What follows belongs to an exercise in optimizing a design on an open flow for small area, a short achievable clock period and few clock cycles per item; a production flow would make more cautious choices.
RTL that was checked went through simulation tests only; none was proved equivalent to the original.

==> inputs of try-raven <==
## balance_car_motor_drive
module balance_car_motor_drive (
  input  wire logic        clk_i,
  input  wire logic        rst_ni,
  input  wire logic        cfg_we_i,
  input  wire logic [2:0]  cfg_idx_i,
  input  wire logic [14:0] cfg_data_i,
  input  wire logic        s_axis_tvalid_i,
  output logic             s_axis_tready_o,
  input  wire logic [95:0] s_axis_tdata_i,
  output logic             m_axis_tvalid_o,
  input  wire logic        m_axis_tready_i,
  output logic [31:0]      m_axis_tdata_o
);
Settings: LEC_CHECK=0, CAP_MARGIN=20, CORE_MARGIN=2, CORE_UTILIZATION=65, PLACE_DENSITY=0.75, SETUP_SLACK_MARGIN=5, SLEW_MARGIN=20, SYNTH_HIERARCHICAL=1, SYNTH_MINIMUM_KEEP_SIZE=0; clock period 12.0 ns.
run.sh (not shown) runs the stock make flow with config.mk's settings and CLKGATE_MAP_FILE= SYNTH_SCRIPT=/design/flow/synth_recipe.tcl, a recipe that flattens the netlist after the stock synthesis.
==> try-umber: changes against try-raven <==
--- a/flow/design.v
+++ b/flow/design.v
@@ -3188,64 +3188,62 @@
       s2_gate  <= s1_gate;
       s2_stop  <= s1_stop;
     end
   end
   logic [17:0] filt_t_q;
-  logic        filt_z_q, filt_c;
-  assign filt_c = filt_t_q[17] && filt_z_q;
+  logic        filt_c_q;
   logic [15:0] target_q;
   logic        started_q;
   logic [9:0]  stepv_q;
   logic [17:0] st2_tn;
-  bcmd_filt u_filt (.t(filt_t_q), .c2(filt_c), .sh(s2_sh), .tn(st2_tn));
+  bcmd_filt u_filt (.t(filt_t_q), .c2(filt_c_q), .sh(s2_sh), .tn(st2_tn));
   logic [9:0]  st2_step;
   logic [15:0] st2_target;
   assign st2_step = started_q ? stepv_q : s2_stepl;
   bcmd_target u_target (.tg(target_q), .step(st2_step), .tl(s2_tl), .turn(s2_turn),
                         .lim(trn_lim_q), .target(st2_target));
   logic [35:0] st2_x;
   assign st2_x = ~s2_xa + ~s2_xb;
   always_ff @(posedge clk_i or negedge rst_ni) begin
     if (!rst_ni) begin
       filt_t_q  <= '0;
-      filt_z_q  <= 1'b0;
+      filt_c_q  <= 1'b0;
       target_q  <= '0;
       started_q <= 1'b0;
     end else if (adv && v2_q) begin
       filt_t_q  <= st2_tn;
-      filt_z_q  <= s2_slnz;
+      filt_c_q  <= st2_tn[17] && s2_slnz;
       target_q  <= st2_target;
       started_q <= s2_turn;
     end
   end
   always_ff @(posedge clk_i) begin
     if (adv && v2_q) stepv_q <= st2_step;
   end
   logic [19:0] s3_bal;
   logic        s3_bc;
   logic [17:0] s3_ft;
-  logic        s3_fz, s3_fc;
-  assign s3_fc = s3_ft[17] && s3_fz;
+  logic        s3_fc;
   logic [15:0] s3_yaw;
   logic [8:0]  s3_nm;
   logic        s3_mpos, s3_gate, s3_stop;
   always_ff @(posedge clk_i) begin
     if (adv) begin
       s3_bal  <= st2_x[35:16];
       s3_ft   <= st2_tn;
-      s3_fz   <= s2_slnz;
+      s3_fc   <= st2_tn[17] && s2_slnz;
       s3_bc   <= st2_x[35] && (st2_x[15:0] != 16'd0);
       s3_yaw  <= s2_yaw;
       s3_nm   <= s2_mneg ? {1'b0, drv_spd_q} : s2_mpos ? 9'd256 - {1'b0, drv_spd_q} : 9'd0;
       s3_mpos <= s2_mpos;
       s3_gate <= s2_gate;
       s3_stop <= s2_stop;
     end
   end
   logic [15:0] integ_q;
   logic [15:0] st3_integ;
-  bcmd_integ u_integ (.ig(integ_q), .t(filt_t_q), .c2(filt_c), .nm(s3_nm), .mpos(s3_mpos),
+  bcmd_integ u_integ (.ig(integ_q), .t(filt_t_q), .c2(filt_c_q), .nm(s3_nm), .mpos(s3_mpos),
                       .lim(int_lim_q), .integ(st3_integ));
   always_ff @(posedge clk_i or negedge rst_ni) begin
     if (!rst_ni) begin
       integ_q <= '0;
     end else if (adv && v3_q) begin
Settings changed: CORE_UTILIZATION 65 to 60, PLACE_DENSITY 0.75 to 0.7.
==> try-fjord: changes against try-raven <==
--- a/flow/design.v
+++ b/flow/design.v
@@ -3188,64 +3188,62 @@
       s2_gate  <= s1_gate;
       s2_stop  <= s1_stop;
     end
   end
   logic [17:0] filt_t_q;
-  logic        filt_z_q, filt_c;
-  assign filt_c = filt_t_q[17] && filt_z_q;
+  logic        filt_c_q;
   logic [15:0] target_q;
   logic        started_q;
   logic [9:0]  stepv_q;
   logic [17:0] st2_tn;
-  bcmd_filt u_filt (.t(filt_t_q), .c2(filt_c), .sh(s2_sh), .tn(st2_tn));
+  bcmd_filt u_filt (.t(filt_t_q), .c2(filt_c_q), .sh(s2_sh), .tn(st2_tn));
   logic [9:0]  st2_step;
   logic [15:0] st2_target;
   assign st2_step = started_q ? stepv_q : s2_stepl;
   bcmd_target u_target (.tg(target_q), .step(st2_step), .tl(s2_tl), .turn(s2_turn),
                         .lim(trn_lim_q), .target(st2_target));
   logic [35:0] st2_x;
   assign st2_x = ~s2_xa + ~s2_xb;
   always_ff @(posedge clk_i or negedge rst_ni) begin
     if (!rst_ni) begin
       filt_t_q  <= '0;
-      filt_z_q  <= 1'b0;
+      filt_c_q  <= 1'b0;
       target_q  <= '0;
       started_q <= 1'b0;
     end else if (adv && v2_q) begin
       filt_t_q  <= st2_tn;
-      filt_z_q  <= s2_slnz;
+      filt_c_q  <= st2_tn[17] && s2_slnz;
       target_q  <= st2_target;
       started_q <= s2_turn;
     end
   end
   always_ff @(posedge clk_i) begin
     if (adv && v2_q) stepv_q <= st2_step;
   end
   logic [19:0] s3_bal;
   logic        s3_bc;
   logic [17:0] s3_ft;
-  logic        s3_fz, s3_fc;
-  assign s3_fc = s3_ft[17] && s3_fz;
+  logic        s3_fc;
   logic [15:0] s3_yaw;
   logic [8:0]  s3_nm;
   logic        s3_mpos, s3_gate, s3_stop;
   always_ff @(posedge clk_i) begin
     if (adv) begin
       s3_bal  <= st2_x[35:16];
       s3_ft   <= st2_tn;
-      s3_fz   <= s2_slnz;
+      s3_fc   <= st2_tn[17] && s2_slnz;
       s3_bc   <= st2_x[35] && (st2_x[15:0] != 16'd0);
       s3_yaw  <= s2_yaw;
       s3_nm   <= s2_mneg ? {1'b0, drv_spd_q} : s2_mpos ? 9'd256 - {1'b0, drv_spd_q} : 9'd0;
       s3_mpos <= s2_mpos;
       s3_gate <= s2_gate;
       s3_stop <= s2_stop;
     end
   end
   logic [15:0] integ_q;
   logic [15:0] st3_integ;
-  bcmd_integ u_integ (.ig(integ_q), .t(filt_t_q), .c2(filt_c), .nm(s3_nm), .mpos(s3_mpos),
+  bcmd_integ u_integ (.ig(integ_q), .t(filt_t_q), .c2(filt_c_q), .nm(s3_nm), .mpos(s3_mpos),
                       .lim(int_lim_q), .integ(st3_integ));
   always_ff @(posedge clk_i or negedge rst_ni) begin
     if (!rst_ni) begin
       integ_q <= '0;
     end else if (adv && v3_q) begin
==> comparison <==
Sequential share of layout area, lowest first: try-umber, try-raven, try-fjord.
Of try-umber and try-fjord, try-umber has the higher wire length (gap about 0.43%, measured against try-fjord).
Count of clock-buffer cells in the layout: try-raven > try-fjord > try-umber.
In try-fjord the synthesized cell count is lower than in try-raven, by 0.99%.
Setup slack: try-raven > try-umber > try-fjord.
Fmax: try-umber is lower than try-raven (about 0.6%).
Flip-flop and latch count is the same in try-umber and try-fjord.
==> figures <==
quantity	try-raven	try-umber	try-fjord
Result of the run	complete, no violations	complete, no violations	complete, no violations
Horizontal die dimension	334 um	346 um	333 um
Count of inverters not on the clock network in the layout	546	535	535
Worst-path maximum fanout	14	8	13
Share of final-layout standard cells stronger than drive strength 1	7.37%	7.56%	7.24%
Max_slew headroom	23.0%	19.4%	25.4%
Via count of the first global-routing pass	48.1k	47.6k	48.1k
Effective utilization at floorplan	65.8%	60.5%	65.6%
Ratio of routed vias to standard cells	6.08	5.94	6.11
Minimum period implied by the final worst setup slack	4.79 ns	4.82 ns	5.02 ns
Wire length per cell	21.6 um	21.5 um	21.8 um
Number of buffer and inverter instances along the worst setup path	1	0	1
Global routing usage summed across all routing layers	30.2%	27.9%	30.3%
Total wire length after detailed routing	164 mm	165 mm	164 mm
Largest stage delay on the critical path	0.84 ns	0.68 ns	0.79 ns
Routing usage on met2	49.7%	45.0%	48.2%
Worst clock skew	0.0366 ns	0.0254 ns	0.0330 ns
Testbench counts of try-raven, summed over its fixed seeds: cycles 3,264, items 3,200.
Testbench counts of try-umber, summed over its fixed seeds: cycles 3,264, items 3,200.
Testbench counts of try-fjord, summed over its fixed seeds: cycles 3,264, items 3,200.

==> inputs of v8 <==
Another version of the RTL of balance_car_motor_drive (not shown whole).
## balance_car_motor_drive
module balance_car_motor_drive (
  input  wire logic        clk_i,
  input  wire logic        rst_ni,
  input  wire logic        cfg_we_i,
  input  wire logic [2:0]  cfg_idx_i,
  input  wire logic [14:0] cfg_data_i,
  input  wire logic        s_axis_tvalid_i,
  output logic             s_axis_tready_o,
  input  wire logic [95:0] s_axis_tdata_i,
  output logic             m_axis_tvalid_o,
  input  wire logic        m_axis_tready_i,
  output logic [31:0]      m_axis_tdata_o
);
==> flow/config.mk <==
export PLATFORM = sky130hd
export DESIGN_NAME = balance_car_motor_drive
export DESIGN_NICKNAME = balance_car_motor_drive
export VERILOG_FILES = /design/flow/design.v
export SDC_FILE = /design/flow/constraint.sdc
export NUM_CORES = 4
export LEC_CHECK = 0
export CAP_MARGIN = 20
export CORE_MARGIN = 2
export CORE_UTILIZATION = 60
export PLACE_DENSITY = 0.7
export SETUP_SLACK_MARGIN = 5
export SLEW_MARGIN = 20
export SYNTH_HIERARCHICAL = 1
export SYNTH_MINIMUM_KEEP_SIZE = 0
==> flow/constraint.sdc <==
create_clock -name core_clock -period 12.0 [get_ports {clk_i}]
set_input_delay 2.4000 -clock core_clock [delete_from_list [all_inputs] [get_ports {clk_i}]]
set_output_delay 2.4000 -clock core_clock [all_outputs]
set_load 0.01 [all_outputs]
==> inputs of v19, as changes to v8 <==
--- a/flow/design.v
+++ b/flow/design.v
@@ -1172,15 +1172,14 @@
   wire [23:0] s_ra = {1'b1, ~sm[16], s_66, s_64, s_62, s_60, s_58, s_56, s_54, s_52, s_50, s_48, s_46, s_44, s_42, s_40, s_38, s_36, s_34, s_32, sm[3], sm[0], sm[1], sm[0]};
   wire [23:0] s_rb = {1'b0, s_68, s_67, s_65, s_63, s_61, s_59, s_57, s_55, s_53, s_51, s_49, s_47, s_45, s_43, s_41, s_39, s_37, s_35, s_33, s_31, sm[2], 1'b0, 1'b0};
   assign s_sum = 24'(s_ra + s_rb);
   assign sh = s_sum[23:8];
 endmodule
 module bcmd_filt (
   input  wire [17:0] t,
-  input  wire tsn,
   input  wire c2,
   input  wire [15:0] sh,
   output wire [17:0] tn
 );
   wire [25:0] f_sum;
   wire f_1 = t[0] ^ t[2];
   wire f_2 = t[0] & t[2];
@@ -1269,31 +1268,31 @@
   wire f_85, f_86;
   bcmd_fa u_f_85 (.a(f_30), .b(f_31), .c(f_33), .s(f_85), .co(f_86));
   wire f_87 = sh[8] ^ 1'b1 ^ f_32;
   wire f_88 = (sh[8] & 1'b1) | (sh[8] & f_32) | (1'b1 & f_32);
   wire f_89, f_90;
   bcmd_fa u_f_89 (.a(f_34), .b(f_35), .c(f_37), .s(f_89), .co(f_90));
   wire f_91, f_92;
-  bcmd_fa u_f_91 (.a(t[16]), .b(tsn), .c(sh[9]), .s(f_91), .co(f_92));
+  bcmd_fa u_f_91 (.a(t[16]), .b(~t[17]), .c(sh[9]), .s(f_91), .co(f_92));
   wire f_93, f_94;
   bcmd_fa u_f_93 (.a(f_36), .b(f_38), .c(f_39), .s(f_93), .co(f_94));
   wire f_95, f_96;
   bcmd_fa u_f_95 (.a(t[11]), .b(t[13]), .c(t[14]), .s(f_95), .co(f_96));
   wire f_97, f_98;
-  bcmd_fa u_f_97 (.a(tsn), .b(sh[10]), .c(f_40), .s(f_97), .co(f_98));
+  bcmd_fa u_f_97 (.a(~t[17]), .b(sh[10]), .c(f_40), .s(f_97), .co(f_98));
   wire f_99, f_100;
   bcmd_fa u_f_99 (.a(t[12]), .b(t[14]), .c(t[15]), .s(f_99), .co(f_100));
   wire f_101 = sh[11] ^ 1'b1;
   wire f_102 = sh[11] & 1'b1;
   wire f_103, f_104;
   bcmd_fa u_f_103 (.a(t[13]), .b(t[15]), .c(t[16]), .s(f_103), .co(f_104));
   wire f_105 = sh[12] ^ 1'b1;
   wire f_106 = sh[12] & 1'b1;
   wire f_107, f_108;
-  bcmd_fa u_f_107 (.a(t[14]), .b(t[16]), .c(tsn), .s(f_107), .co(f_108));
+  bcmd_fa u_f_107 (.a(t[14]), .b(t[16]), .c(~t[17]), .s(f_107), .co(f_108));
   wire f_109 = t[0] ^ c2;
   wire f_110 = t[0] & c2;
   wire f_111, f_112;
   bcmd_fa u_f_111 (.a(t[0]), .b(t[1]), .c(c2), .s(f_111), .co(f_112));
   wire f_113 = t[1] ^ t[2];
   wire f_114 = t[1] & t[2];
   wire f_115 = t[2] ^ t[3];
@@ -1331,17 +1330,17 @@
   wire f_147, f_148;
   bcmd_fa u_f_147 (.a(f_96), .b(f_98), .c(f_99), .s(f_147), .co(f_148));
   wire f_149, f_150;
   bcmd_fa u_f_149 (.a(f_100), .b(f_102), .c(f_103), .s(f_149), .co(f_150));
   wire f_151, f_152;
   bcmd_fa u_f_151 (.a(sh[13]), .b(f_104), .c(f_106), .s(f_151), .co(f_152));
   wire f_153, f_154;
-  bcmd_fa u_f_153 (.a(t[15]), .b(tsn), .c(sh[14]), .s(f_153), .co(f_154));
-  wire f_155 = tsn ^ 1'b1;
-  wire f_156 = tsn & 1'b1;
+  bcmd_fa u_f_153 (.a(t[15]), .b(~t[17]), .c(sh[14]), .s(f_153), .co(f_154));
+  wire f_155 = ~t[17] ^ 1'b1;
+  wire f_156 = ~t[17] & 1'b1;
   wire f_157 = 1'b1 ^ f_110 ^ f_111;
   wire f_158 = (1'b1 & f_110) | (1'b1 & f_111) | (f_110 & f_111);
   wire f_159 = 1'b1 ^ f_112 ^ f_113;
   wire f_160 = (1'b1 & f_112) | (1'b1 & f_113) | (f_112 & f_113);
   wire f_161 = 1'b1 ^ f_114 ^ f_115;
   wire f_162 = (1'b1 & f_114) | (1'b1 & f_115) | (f_114 & f_115);
   wire f_163, f_164;
@@ -1380,15 +1379,15 @@
   bcmd_fa u_f_195 (.a(f_105), .b(f_148), .c(f_149), .s(f_195), .co(f_196));
   wire f_197, f_198;
   bcmd_fa u_f_197 (.a(f_107), .b(f_150), .c(f_151), .s(f_197), .co(f_198));
   wire f_199, f_200;
   bcmd_fa u_f_199 (.a(f_108), .b(f_152), .c(f_153), .s(f_199), .co(f_200));
   wire f_201, f_202;
   bcmd_fa u_f_201 (.a(t[16]), .b(~sh[15]), .c(f_154), .s(f_201), .co(f_202));
-  wire [25:0] f_ra = {1'b1, tsn, f_200, f_198, f_196, f_194, f_192, f_190, f_188, f_186, f_184, f_182, f_180, f_178, f_176, f_174, f_172, f_170, f_168, f_166, f_164, f_162, f_160, f_158, f_156, f_109};
+  wire [25:0] f_ra = {1'b1, ~t[17], f_200, f_198, f_196, f_194, f_192, f_190, f_188, f_186, f_184, f_182, f_180, f_178, f_176, f_174, f_172, f_170, f_168, f_166, f_164, f_162, f_160, f_158, f_156, f_109};
   wire [25:0] f_rb = {1'b0, f_202, f_201, f_199, f_197, f_195, f_193, f_191, f_189, f_187, f_185, f_183, f_181, f_179, f_177, f_175, f_173, f_171, f_169, f_167, f_165, f_163, f_161, f_159, f_157, f_155};
   assign f_sum = 26'(f_ra + f_rb);
   assign tn = f_sum[25:8];
 endmodule
 module bcmd_q1tree (
   input  wire [17:0] t,
   input  wire c2,
@@ -2791,15 +2790,14 @@
   wire [28:0] m_rb = {m_125, m_123, m_121, m_119, m_117, m_115, m_113, m_111, m_109, m_107, m_105, m_103, m_101, m_99, m_97, m_95, m_93, m_91, m_89, m_87, m_85, m_83, m_81, m_79, m_77, m_75, m_73, m_71, 1'b0};
   assign m_sum = 29'(m_ra + m_rb);
   assign mag = m_sum[28:18];
 endmodule
 module bcmd_integ (
   input  wire [15:0] ig,
   input  wire [17:0] t,
-  input  wire tsn,
   input  wire c2,
   input  wire [8:0] nm,
   input  wire mpos,
   input  wire [14:0] lim,
   output wire [15:0] integ
 );
   wire i_1 = ig[8] ^ t[8];
@@ -2864,15 +2862,15 @@
   wire i_60 = (1'b1 & i_28) | (1'b1 & i_29) | (i_28 & i_29);
   wire i_61 = 1'b1 ^ i_30 ^ i_31;
   wire i_62 = (1'b1 & i_30) | (1'b1 & i_31) | (i_30 & i_31);
   wire i_63, i_64;
   bcmd_fa u_i_63 (.a(~ig[15]), .b(t[15]), .c(i_32), .s(i_63), .co(i_64));
   wire i_65 = t[16] ^ 1'b1;
   wire i_66 = t[16] & 1'b1;
-  wire [19:0] v = {1'b1, 1'b1, tsn, i_64, i_62, i_60, i_58, i_56, i_54, i_52, i_50, i_48, i_46, i_44, i_42, i_40, i_38, i_36, i_34, i_3} + {1'b0, 1'b0, i_66, i_65, i_63, i_61, i_59, i_57, i_55, i_53, i_51, i_49, i_47, i_45, i_43, i_41, i_39, i_37, i_35, i_33};
+  wire [19:0] v = {1'b1, 1'b1, ~t[17], i_64, i_62, i_60, i_58, i_56, i_54, i_52, i_50, i_48, i_46, i_44, i_42, i_40, i_38, i_36, i_34, i_3} + {1'b0, 1'b0, i_66, i_65, i_63, i_61, i_59, i_57, i_55, i_53, i_51, i_49, i_47, i_45, i_43, i_41, i_39, i_37, i_35, i_33};
   wire [19:0] hsum;
   wire h_1 = i_3 ^ i_33;
   wire h_2 = i_3 & i_33;
   wire h_3, h_4;
   bcmd_fa u_h_3 (.a(i_34), .b(i_35), .c(~lim[1]), .s(h_3), .co(h_4));
   wire h_5, h_6;
   bcmd_fa u_h_5 (.a(i_36), .b(i_37), .c(~lim[2]), .s(h_5), .co(h_6));
@@ -2900,16 +2898,16 @@
   bcmd_fa u_h_27 (.a(i_58), .b(i_59), .c(~lim[13]), .s(h_27), .co(h_28));
   wire h_29, h_30;
   bcmd_fa u_h_29 (.a(i_60), .b(i_61), .c(~lim[14]), .s(h_29), .co(h_30));
   wire h_31 = i_62 ^ i_63 ^ 1'b1;
   wire h_32 = (i_62 & i_63) | (i_62 & 1'b1) | (i_63 & 1'b1);
   wire h_33 = i_64 ^ i_65 ^ 1'b1;
   wire h_34 = (i_64 & i_65) | (i_64 & 1'b1) | (i_65 & 1'b1);
-  wire h_35 = tsn ^ i_66 ^ 1'b1;
-  wire h_36 = (tsn & i_66) | (tsn & 1'b1) | (i_66 & 1'b1);
+  wire h_35 = ~t[17] ^ i_66 ^ 1'b1;
+  wire h_36 = (~t[17] & i_66) | (~t[17] & 1'b1) | (i_66 & 1'b1);
   wire h_37 = 1'b1 ^ 1'b0 ^ 1'b1;
   wire h_38 = (1'b1 & 1'b0) | (1'b1 & 1'b1) | (1'b0 & 1'b1);
   wire h_39 = 1'b1 ^ 1'b0 ^ 1'b1;
   wire h_40 = (1'b1 & 1'b0) | (1'b1 & 1'b1) | (1'b0 & 1'b1);
   wire [19:0] h_ra = {h_38, h_36, h_34, h_32, h_30, h_28, h_26, h_24, h_22, h_20, h_18, h_16, h_14, h_12, h_10, h_8, h_6, h_4, h_2, ~lim[0]};
   wire [19:0] h_rb = {h_39, h_37, h_35, h_33, h_31, h_29, h_27, h_25, h_23, h_21, h_19, h_17, h_15, h_13, h_11, h_9, h_7, h_5, h_3, h_1};
   assign hsum = 20'(h_ra + h_rb);
@@ -2944,16 +2942,16 @@
   bcmd_fa u_o_27 (.a(i_58), .b(i_59), .c(lim[13]), .s(o_27), .co(o_28));
   wire o_29, o_30;
   bcmd_fa u_o_29 (.a(i_60), .b(i_61), .c(lim[14]), .s(o_29), .co(o_30));
   wire o_31 = i_62 ^ i_63;
   wire o_32 = i_62 & i_63;
   wire o_33 = i_64 ^ i_65;
   wire o_34 = i_64 & i_65;
-  wire o_35 = tsn ^ i_66;
-  wire o_36 = tsn & i_66;
+  wire o_35 = ~t[17] ^ i_66;
+  wire o_36 = ~t[17] & i_66;
   wire o_37 = 1'b1 ^ 1'b0;
   wire o_38 = 1'b1 & 1'b0;
   wire o_39 = 1'b1 ^ 1'b0;
   wire o_40 = 1'b1 & 1'b0;
   wire [19:0] o_ra = {o_38, o_36, o_34, o_32, o_30, o_28, o_26, o_24, o_22, o_20, o_18, o_16, o_14, o_12, o_10, o_8, o_6, o_4, o_2, lim[0]};
   wire [19:0] o_rb = {o_39, o_37, o_35, o_33, o_31, o_29, o_27, o_25, o_23, o_21, o_19, o_17, o_15, o_13, o_11, o_9, o_7, o_5, o_3, o_1};
   assign osum = 20'(o_ra + o_rb);
@@ -3208,69 +3206,68 @@
       s2_turn  <= s1_turn;
       s2_tl    <= s1_tl;
       s2_gate  <= s1_gate;
       s2_stop  <= s1_stop;
     end
   end
   logic [17:0] filt_t_q;
-  logic        filt_sn_q;     
-  logic        filt_c_q;
+  logic        filt_z_q, filt_c;
+  assign filt_c = filt_t_q[17] && filt_z_q;
   logic [15:0] target_q;
   logic        started_q;
   logic [9:0]  stepv_q;
   logic [17:0] st2_tn;
-  bcmd_filt u_filt (.t(filt_t_q), .tsn(filt_sn_q), .c2(filt_c_q), .sh(s2_sh), .tn(st2_tn));
+  bcmd_filt u_filt (.t(filt_t_q), .c2(filt_c), .sh(s2_sh), .tn(st2_tn));
   logic [9:0]  st2_step;
   logic [15:0] st2_target;
   assign st2_step = started_q ? stepv_q : s2_stepl;
   bcmd_target u_target (.tg(target_q), .step(st2_step), .tl(s2_tl), .turn(s2_turn),
                         .lim(trn_lim_q), .target(st2_target));
   logic [35:0] st2_x;
   assign st2_x = ~s2_xa + ~s2_xb;
   always_ff @(posedge clk_i or negedge rst_ni) begin
     if (!rst_ni) begin
       filt_t_q  <= '0;
-      filt_sn_q <= 1'b1;
-      filt_c_q  <= 1'b0;
+      filt_z_q  <= 1'b0;
       target_q  <= '0;
       started_q <= 1'b0;
     end else if (adv && v2_q) begin
       filt_t_q  <= st2_tn;
-      filt_sn_q <= !st2_tn[17];
-      filt_c_q  <= st2_tn[17] && s2_slnz;
+      filt_z_q  <= s2_slnz;
       target_q  <= st2_target;
       started_q <= s2_turn;
     end
   end
   always_ff @(posedge clk_i) begin
     if (adv && v2_q) stepv_q <= st2_step;
   end
   logic [19:0] s3_bal;
   logic        s3_bc;
   logic [17:0] s3_ft;
-  logic        s3_fc;
+  logic        s3_fz, s3_fc;
+  assign s3_fc = s3_ft[17] && s3_fz;
   logic [15:0] s3_yaw;
   logic [8:0]  s3_nm;
   logic        s3_mpos, s3_gate, s3_stop;
   always_ff @(posedge clk_i) begin
     if (adv) begin
       s3_bal  <= st2_x[35:16];
       s3_ft   <= st2_tn;
-      s3_fc   <= st2_tn[17] && s2_slnz;
+      s3_fz   <= s2_slnz;
       s3_bc   <= st2_x[35] && (st2_x[15:0] != 16'd0);
       s3_yaw  <= s2_yaw;
       s3_nm   <= s2_mneg ? {1'b0, drv_spd_q} : s2_mpos ? 9'd256 - {1'b0, drv_spd_q} : 9'd0;
       s3_mpos <= s2_mpos;
       s3_gate <= s2_gate;
       s3_stop <= s2_stop;
     end
   end
   logic [15:0] integ_q;
   logic [15:0] st3_integ;
-  bcmd_integ u_integ (.ig(integ_q), .t(filt_t_q), .tsn(filt_sn_q), .c2(filt_c_q), .nm(s3_nm), .mpos(s3_mpos),
+  bcmd_integ u_integ (.ig(integ_q), .t(filt_t_q), .c2(filt_c), .nm(s3_nm), .mpos(s3_mpos),
                       .lim(int_lim_q), .integ(st3_integ));
   always_ff @(posedge clk_i or negedge rst_ni) begin
     if (!rst_ni) begin
       integ_q <= '0;
     end else if (adv && v3_q) begin
       integ_q <= s3_stop ? 16'd0 : st3_integ;
     end
==> notes <==
In v8 the register-to-register slack is worse than in v19, by 390 ps. Critical path depth: v19 is lower than v8 (5). In v19 the non-clock buffer count is higher than in v8, by 3. Cell area is about the same in v19 and v8. Against v8, the count of clock-buffer cells in the layout of v19 is lower by 3. Against v19, the via count of v8 is smaller by 1.1%. In die area, v8 and v19 hardly differ. v19 passed the timing, design-rule and antenna checks. v8 ran to the end with no violations. Of v8 and v19, v8 has the higher cell count (gap 0.42%, measured against v19). In synthesized area, v19 and v8 hardly differ.
==> figures <==
	v19	v8
Width of the die	347.6 um	347.5 um
Core Util, Final	0.6371	0.6370
Netlist Area Pre-Place	70830 um2	70810 um2
Arrival @ worst endpoint	5150 ps	5760 ps
Worst-case hold path end point	s3_yaw[5]	s4_bal[13]
Number of sequential cells	753	754
Startpoint of the most critical hold path	s2_yaw[5]	s3_bal[13]
Detailed-route via count	46.42k	45.92k
Crit path largest cell delay	860 ps	680 ps
Pin count of the biggest net entering global routing	82	187
Outcome	complete, no violations	complete, no violations
Multi-input logic area	44720 um2	44710 um2
Endpoint of the most critical setup path	s2_xb[21]	filt_c_q
Clock-pin slew on the worst setup and hold paths	60 ps	70 ps
Gp weighted congestion	0.9300	0.9229
Comb_multi_in	4550	4602
Cell with the biggest individual delay on the critical path	edfxtp_1	a21oi_1
Detailed-route wire length per cell	21.34 um	21.09 um
Ratio of layout area to synthesized area	1.0578x	1.0579x
Final WS setup	7258 ps	6864 ps
Global-route met3 utilization	0.05087	0.05007
Chip height	347.6 um	347.5 um
Function was not checked in any run of this note: the RTL went through the layout flow alone.

[afterwards: timing with drivers on the ports]
In the flow no input, the clock included, has a driving cell. The finished layouts below were timed again as built, in two steps.
Step 1: set_driving_cell puts a clkbuf_16 on clk_i and a buf_2 on each other input, an assumption about the parent block.
Step 2, shift: input delay + t, output delay - t, t = (earliest + latest rising clock arrival at the registers) / 2. This alone moves slack from input paths to output paths.
a / b / c = no drivers / after step 1 / after step 2; a / b = the first two.
run | t (ns) | setup slack, ns | hold WS [ns] | clock arrival spread, ns | worst slew at a driven data input, ns
try-raven | 0.744 | 7.208 / 7.208 / 7.070 | 0.397 / 0.397 / 0.397 | 0.048 / 0.047 | 0.11
try-umber | 0.733 | 7.178 / 7.178 / 6.784 | 0.409 / 0.409 / 0.409 | 0.032 / 0.032 | 0.11
try-fjord | 0.741 | 6.976 / 6.976 / 6.727 | 0.389 / 0.389 / 0.389 | 0.034 / 0.034 | 0.12
v8 | 0.768 | 6.864 / 6.864 / 6.864 | 0.402 / 0.402 / 0.402 | 0.027 / 0.027 | 0.11
v19 | 0.757 | 7.258 / 7.258 / 6.966 | 0.415 / 0.415 / 0.415 | 0.041 / 0.040 | 0.13
After both steps every run listed still meets setup and hold. For try-umber, which loses most, drivers alone change the setup slack by 0.000 ns; drivers and shift together by -0.394 ns.
